What follows belongs to an exercise in optimizing a design on an open flow for small area; a production flow would make more cautious choices.
The RTL was checked by simulation tests, not by an equivalence proof against the original design.
Power figures rest on the tool's default switching activity, not on a simulated workload. The flow treats the clock pin as an ideal source, which a real chip does not have.

// rb_window_stream
module rb_window_stream #(
    parameter int PIXEL_WIDTH = 8,
    parameter int K           = 3,
    parameter int IMG_WIDTH   = 128,
    parameter int IMG_HEIGHT  = 128
) (
    input  logic                                 clk,
    input  logic                                 rst,
    input  logic                                 in_valid,
    output logic                                 in_ready,
    input  logic [PIXEL_WIDTH-1:0]               in_pixel,
    input  logic                                 in_sof,
    output logic                                 out_valid,
    input  logic                                 out_ready,
    output logic [K*PIXEL_WIDTH-1:0]             out_col,
    output logic [$clog2(IMG_WIDTH)-1:0]         out_x,
    output logic [$clog2(IMG_HEIGHT)-1:0]        out_y,
    output logic                                 out_eof
);
Size: roughly 2200 cells after synthesis, roughly 2100 flip-flops, about 54 I/O pins.
export LEC_CHECK = 0
export CAP_MARGIN = 0
export CORE_MARGIN = 2
export CORE_UTILIZATION = 75
export GPL_TIMING_DRIVEN = 0
export SLEW_MARGIN = 0
create_clock -name core_clock -period 5.0 [get_ports {clk}]
standard.sh (not shown) runs the stock make flow with config.mk's settings and CLKGATE_MAP_FILE= SYNTH_SCRIPT=/design/flow/synth_recipe.tcl, a recipe that flattens the netlist after the stock synthesis.
==> flow/flow/run.sh <==
#!/bin/bash
# Standard layout, with the clock tree built from fewer, larger sink clusters and
# without dummy loads, and the smallest buffer on each port.
set -euo pipefail
export CTS_ARGS="-sink_clustering_enable -repair_clock_nets -sink_clustering_size 35 -sink_clustering_max_diameter 60 -buf_list sky130_fd_sc_hd__clkbuf_16 -dont_use_dummy_load"
export BUFFER_PORTS_ARGS="-buffer_cell sky130_fd_sc_hd__buf_1"
bash standard.sh > standard.log 2>&1
Rerun with:
==> flow/flow/run.sh (replaced) <==
#!/bin/bash
# Standard layout, with the clock tree built from fewer, larger sink clusters and
# without dummy loads, the smallest buffer on each port, and placement's
# buffering kept to the smaller buffers.
set -euo pipefail
export CTS_ARGS="-sink_clustering_enable -repair_clock_nets -sink_clustering_size 35 -sink_clustering_max_diameter 80 -buf_list sky130_fd_sc_hd__clkbuf_16 -dont_use_dummy_load"
export BUFFER_PORTS_ARGS="-buffer_cell sky130_fd_sc_hd__buf_1"
export PRE_GLOBAL_PLACE_TCL="$PWD/flow/small_bufs.tcl"
bash standard.sh > standard.log 2>&1
==> flow/flow/small_bufs.tcl (new file) <==
# Keep placement's buffering to the smaller buffers.
set_dont_use {sky130_fd_sc_hd__buf_6 sky130_fd_sc_hd__buf_8 sky130_fd_sc_hd__buf_12 sky130_fd_sc_hd__buf_16 sky130_fd_sc_hd__bufinv_8 sky130_fd_sc_hd__bufinv_16 sky130_fd_sc_hd__bufbuf_8 sky130_fd_sc_hd__bufbuf_16}
CAP_MARGIN = 20   (was 0)
GPL_TIMING_DRIVEN = unset   (was 0)
SLEW_MARGIN = 20   (was 0)
Maximum frequency rose by 44%.
Setup slack gets better by 1.4 ns.
Area after synthesis is unchanged.
Count of clock-buffer cells in the layout fell by 30.
Wire length fell by 15%.
Register-to-register slack gets better by 1.5 ns.
Via count fell by 3.8%.
Combinational power fell by 17%.
Global-route usage fell by 3.0 points.
Final area fell by 1.8%.
Rerun with:
==> flow/flow/run.sh (replaced) <==
#!/bin/bash
# Standard layout, with the clock tree built from fewer, larger sink clusters and
# without dummy loads.
set -euo pipefail
export CTS_ARGS="-sink_clustering_enable -repair_clock_nets -sink_clustering_size 30 -sink_clustering_max_diameter 60 -buf_list sky130_fd_sc_hd__clkbuf_16 -dont_use_dummy_load"
bash standard.sh > standard.log 2>&1
CORE_UTILIZATION = 60   (was 75)
removed: flow/flow/small_bufs.tcl
=> Maximum frequency shrinks by roughly a tenth. Utilization shrinks by 13 points. Cell area is higher by a few percent. Sequential cell count stays the same.
Rerun with:
==> flow/flow/run.sh (replaced) <==
#!/bin/bash
# Standard layout, with the clock tree built from fewer, larger sink clusters and
# without dummy loads, the smallest buffer on each port, and placement's
# buffering kept to the smaller buffers.
set -euo pipefail
export CTS_ARGS="-sink_clustering_enable -repair_clock_nets -sink_clustering_size 35 -sink_clustering_max_diameter 60 -buf_list {sky130_fd_sc_hd__clkbuf_8 sky130_fd_sc_hd__clkbuf_16} -dont_use_dummy_load"
export BUFFER_PORTS_ARGS="-buffer_cell sky130_fd_sc_hd__buf_1"
export PRE_GLOBAL_PLACE_TCL="$PWD/flow/small_bufs.tcl"
bash standard.sh > standard.log 2>&1
==> flow/flow/small_bufs.tcl (new file) <==
# Keep placement's buffering to the smaller buffers.
set_dont_use {sky130_fd_sc_hd__buf_6 sky130_fd_sc_hd__buf_8 sky130_fd_sc_hd__buf_12 sky130_fd_sc_hd__buf_16 sky130_fd_sc_hd__bufinv_8 sky130_fd_sc_hd__bufinv_16 sky130_fd_sc_hd__bufbuf_8 sky130_fd_sc_hd__bufbuf_16}
CORE_UTILIZATION = 75   (was 60)
Cell area shrinks by 2.6%.
Sequential power stays flat.
Synthesized cell count is unchanged.
Worst hold slack gets worse by 0.029 ns.
Rerun with:
==> flow/flow/run.sh (replaced) <==
#!/bin/bash
# Standard layout, with the clock tree built from fewer, larger sink clusters and
# without dummy loads.
set -euo pipefail
export CTS_ARGS="-sink_clustering_enable -repair_clock_nets -sink_clustering_size 40 -sink_clustering_max_diameter 50 -buf_list sky130_fd_sc_hd__clkbuf_16 -dont_use_dummy_load"
bash standard.sh > standard.log 2>&1
removed: flow/flow/small_bufs.tcl
The changed run ended with an error in 4_1_cts.
Synthesized cell count does not change.
Synthesized area stays the same.

## separate check: timing with driven ports
No port has a modelled driver above. Below, the same layouts with a new extraction and two added sets of constraints. Step 1, drivers: a clkbuf_16 drives clk and a buf_2 each remaining input, both assumed. Step 2 times the ports against the registers' clock, not the clock port: input delays grow and output delays shrink by t, the midpoint of the rising clock arrivals with the driver on. Three values: ideal ports, drivers, drivers and shift; two values: the first two.
run | t (ns) | setup slack, ns | hold slack, ns | pins driven straight from the clock port
the first run | 0.715 | 0.475 / 0.475 / 0.390 | 0.372 / 0.372 / 0.372 | 1
the second run | 0.689 | 1.849 / 1.782 / 1.849 | 0.408 / 0.408 / 0.408 | 1
the third run | 0.782 | 1.366 / 1.296 / 1.151 | 0.392 / 0.392 / 0.392 | 1
the fourth run | 0.712 | 1.811 / 1.744 / 1.767 | 0.362 / 0.362 / 0.362 | 1
After both steps every run listed still meets setup and hold. The setup slack of the third run, which loses most, moves by -0.070 ns with the drivers and by -0.215 ns with both steps.
